Source: an optimization exercise on an open RTL-to-GDS flow (aim: small area, a short achievable clock period and few clock cycles per item). Production flows keep margins and buffers that such runs may drop.
Function was checked by simulation only, so behaviour that the tests miss may differ from the original.
The flow treats the clock pin as an ideal source, which a real chip does not have.
No activity file was given, so power comes from the tool's default toggle rates.

run 1:
Design taylor_sine_cosine_top, start of the top module:
module taylor_sine_cosine_top (
	input  wire logic                            clk,
	input  wire logic                            arst_n,
	input  wire logic                            s_tvalid,
	output logic                                 s_tready,
	input  wire logic [tsc_pkg::IN_DATA_W-1:0]   s_tdata,
	input  wire logic                            s_tuser,
	output logic                                 m_tvalid,
	input  wire logic                            m_tready,
	output logic [tsc_pkg::OUT_DATA_W-1:0]       m_tdata,
	output logic                                 m_tuser
);
	logic              a_valid_q;    
	logic [REQ_W:0]    a_req_q;
	logic              b_valid_q;    
	logic [REQ_W:0]    b_req_q;
	logic              r_valid_q;    
	logic [RES_W:0]    r_rom_q;
	logic              r_neg_q;
	logic              m_valid_q;
	logic [RES_W-1:0]  res_q;
	logic              sat_q;
	logic [REQ_W:0]    req_in;
	logic              s_accept;
	logic              out_adv;
	logic              a_load;
	logic [RES_W:0]    rom_data;
	logic [ANGLE_W-1:0] angle_in;
	logic [ANGLE_W-1:0] xmag_in;
	logic              negate;
	logic [RES_W-1:0]  res_w;
	assign angle_in = s_tdata[ANGLE_W-1:0];
	assign xmag_in  = angle_in[ANGLE_W-1] ? ANGLE_W'(~angle_in + 1'b1) : angle_in;
  ...
Size in the first run: about 2500 cells after synthesis, roughly 100 flip-flops, about 64 I/O pins, ~14000 um^2 of cells after synthesis.
==> flow/config.mk <==
export PLATFORM = sky130hd
export DESIGN_NAME = taylor_sine_cosine_top
export DESIGN_NICKNAME = taylor_sine_cosine_top
export VERILOG_FILES = /design/flow/design.v
export SDC_FILE = /design/flow/constraint.sdc
export NUM_CORES = 4
export LEC_CHECK = 0
export ABC_AREA = 1
export CAP_MARGIN = 20
export CORE_MARGIN = 2
export CORE_UTILIZATION = 15
export PLACE_DENSITY = 0.25
export SLEW_MARGIN = 20
export SYNTH_HIERARCHICAL = 1
export TNS_END_PERCENT = 100
==> flow/constraint.sdc <==
create_clock -name core_clock -period 9.0 [get_ports {clk}]
set_input_delay 1.8000 -clock core_clock [delete_from_list [all_inputs] [get_ports {clk}]]
set_output_delay 1.8000 -clock core_clock [all_outputs]
set_load 0.01 [all_outputs]
standard.sh (not shown) runs the stock make flow with config.mk's settings and CLKGATE_MAP_FILE= SYNTH_SCRIPT=/design/flow/synth_recipe.tcl, a recipe that flattens the netlist after the stock synthesis.
==> flow/flow/run.sh <==
#!/bin/bash
set -euo pipefail
here=$(pwd)
export POST_CTS_TCL="$here/flow/skew.tcl"
export SKEW_CELL=sky130_fd_sc_hd__clkbuf_1
export SKEW_LAST_CELL=sky130_fd_sc_hd__clkbuf_8
export SKEW_STAGES=6
bash standard.sh SETUP_SLACK_MARGIN=6.1 SKIP_CTS_REPAIR_TIMING=1 \
	POST_CTS_TCL="$here/flow/skew.tcl" finish > standard.log 2>&1
==> flow/flow/skew.tcl <==
# Hook run after clock tree synthesis (POST_CTS_TCL, with the CTS step's own timing
# repair skipped): give the clock of the table output register (r_rom_q, r_neg_q)
# extra delay, so that the long path into it, from the request register through
# the result table, may use time that the short path out of it, through the
# negation into the output register, does not need. Both paths are between
# registers inside the design. Then the CTS step's usual placement and timing
# repair.
set block [ord::get_db_block]
set db [ord::get_db]
set master [$db findMaster $::env(SKEW_CELL)]
set last_master [$db findMaster $::env(SKEW_LAST_CELL)]
set stages $::env(SKEW_STAGES)
array set groups {}
foreach inst [$block getInsts] {
  set name [$inst getName]
  if {[string match {r_rom_q*} $name] || [string match {r_neg_q*} $name]} {
    set it [$inst findITerm CLK]
    lappend groups([[$it getNet] getName]) $it
  }
}
set n 0
foreach netname [lsort [array names groups]] {
  set net [$block findNet $netname]
  set its $groups($netname)
  set sx 0
  set sy 0
  foreach it $its {
    set b [[$it getInst] getBBox]
    set sx [expr {$sx + [$b xMin]}]
    set sy [expr {$sy + [$b yMin]}]
  }
  set cx [expr {int($sx / [llength $its])}]
  set cy [expr {int($sy / [llength $its])}]
  set prev $net
  for {set k 0} {$k < $stages} {incr k} {
    set m [expr {$k == $stages - 1 ? $last_master : $master}]
    set inst [odb::dbInst_create $block $m "skewbuf_${n}_$k"]
    set newnet [odb::dbNet_create $block "skewnet_${n}_$k"]
    $newnet setSigType CLOCK
    [$inst findITerm A] connect $prev
    [$inst findITerm X] connect $newnet
    $inst setLocation $cx $cy
    $inst setPlacementStatus PLACED
    set prev $newnet
  }
  foreach it $its {
    $it disconnect
    $it connect $prev
  }
  puts "skew: [llength $its] sinks of $netname behind $stages buffers"
  incr n
}
set result [catch { detailed_placement } msg]
if { $result != 0 } {
  error "Detailed placement failed after clock skew: $msg"
}
estimate_parasitics -placement
report_clock_skew
repair_timing_helper
set result [catch { detailed_placement } msg]
if { $result != 0 } {
  error "Detailed placement failed in CTS: $msg"
}
check_placement -verbose
report_checks -path_delay max -format end -group_path_count 5
Testbench counts of run 1, summed over its fixed seeds: cycles 2,424, items 2,400.
Inputs modified between run 1 and run 2:
diff --git a/flow/flow/run.sh b/flow/flow/run.sh
--- a/flow/flow/run.sh
+++ b/flow/flow/run.sh
@@ -7 +7 @@
-export SKEW_STAGES=6
+export SKEW_STAGES=4
Findings:
For the leakage dissipation, run 2 came in 2.7% higher than run 1 did. Run 1 has a lower final layout net count than run 2. Looking at minimum setup slack in the final design, run 2 sits 0.043 ns above run 1. As far as post-synthesis xor/xnor area fraction goes, run 2 and run 1 are indistinguishable; the numbers are identical. Compared with run 1, run 2 shows a higher area overhead of the layout relative to synthesis. Run 2 ends up with a post-detailed-route via-to-cell ratio that is 0.029 higher than in run 1. Run 2 — global-route wire length before repair 0.42% higher, run 1 as reference. Compared with run 1, run 2 shows a power that is about 2% higher. Maximum frequency, run 1 and run 2, lower one = run 1. Comparing run 1 and run 2, the higher first-iteration DRC count was measured on run 2.
Input changes introduced in run 3 (baseline for comparison: run 2):
diff --git a/flow/flow/run.sh b/flow/flow/run.sh
--- a/flow/flow/run.sh
+++ b/flow/flow/run.sh
@@ -7 +7 @@
-export SKEW_STAGES=4
+export SKEW_STAGES=8
Notes after the runs:
- Summary of the comparison: wire length on met2 is lower in run 3, relative to run 2.
- The run with more setup slack is run 3; run 2 has less.
- Run 3 vs run 2 — data required time at the worst endpoint rose 0.40 ns.
- Diff run 2 -> run 3: share of the synthesized netlist area taken by xor and xnor gates roughly the same, via count went down by 349, count of placed standard cells including taps neither gained nor lost much, number of synthesized register bits ~0 delta, final design utilization went down 1.1 points.
- Run 3 gives less power after layout than run 2 did.

static timing again, ports no longer ideal:
How much do the figures lean on ideal ports? The routed layouts below were timed once more, with nothing changed but the port constraints.
Step 1, drivers: a clkbuf_16 drives clk and a buf_2 each remaining input, both assumed.
Step 2, shift: input delay + t, output delay - t, t = (earliest + latest rising clock arrival at the registers) / 2. This alone moves slack from input paths to output paths.
Slacks: no drivers / after step 1 / after step 2; pairs: no drivers / after step 1.
run	t (ns)	setup WS [ns]	clock arrival spread, ns	worst register clock-pin slew, ns	worst slew at a driven data input, ns	pins driven straight from the clock port
run 1	0.718	5.795 / 5.795 / 5.477	0.605 / 0.605	0.08 / 0.08	0.05	1
run 2	0.628	5.838 / 5.838 / 5.567	0.429 / 0.429	0.08 / 0.08	0.05	1
run 3	0.824	5.877 / 5.877 / 5.373	0.815 / 0.816	0.08 / 0.08	0.05	1
Clock arrivals are far apart in every run listed, so t is only a midpoint there and step 2 fits no single register. For run 3, which loses most, drivers alone change the setup slack by 0.000 ns; drivers and shift together by -0.504 ns.
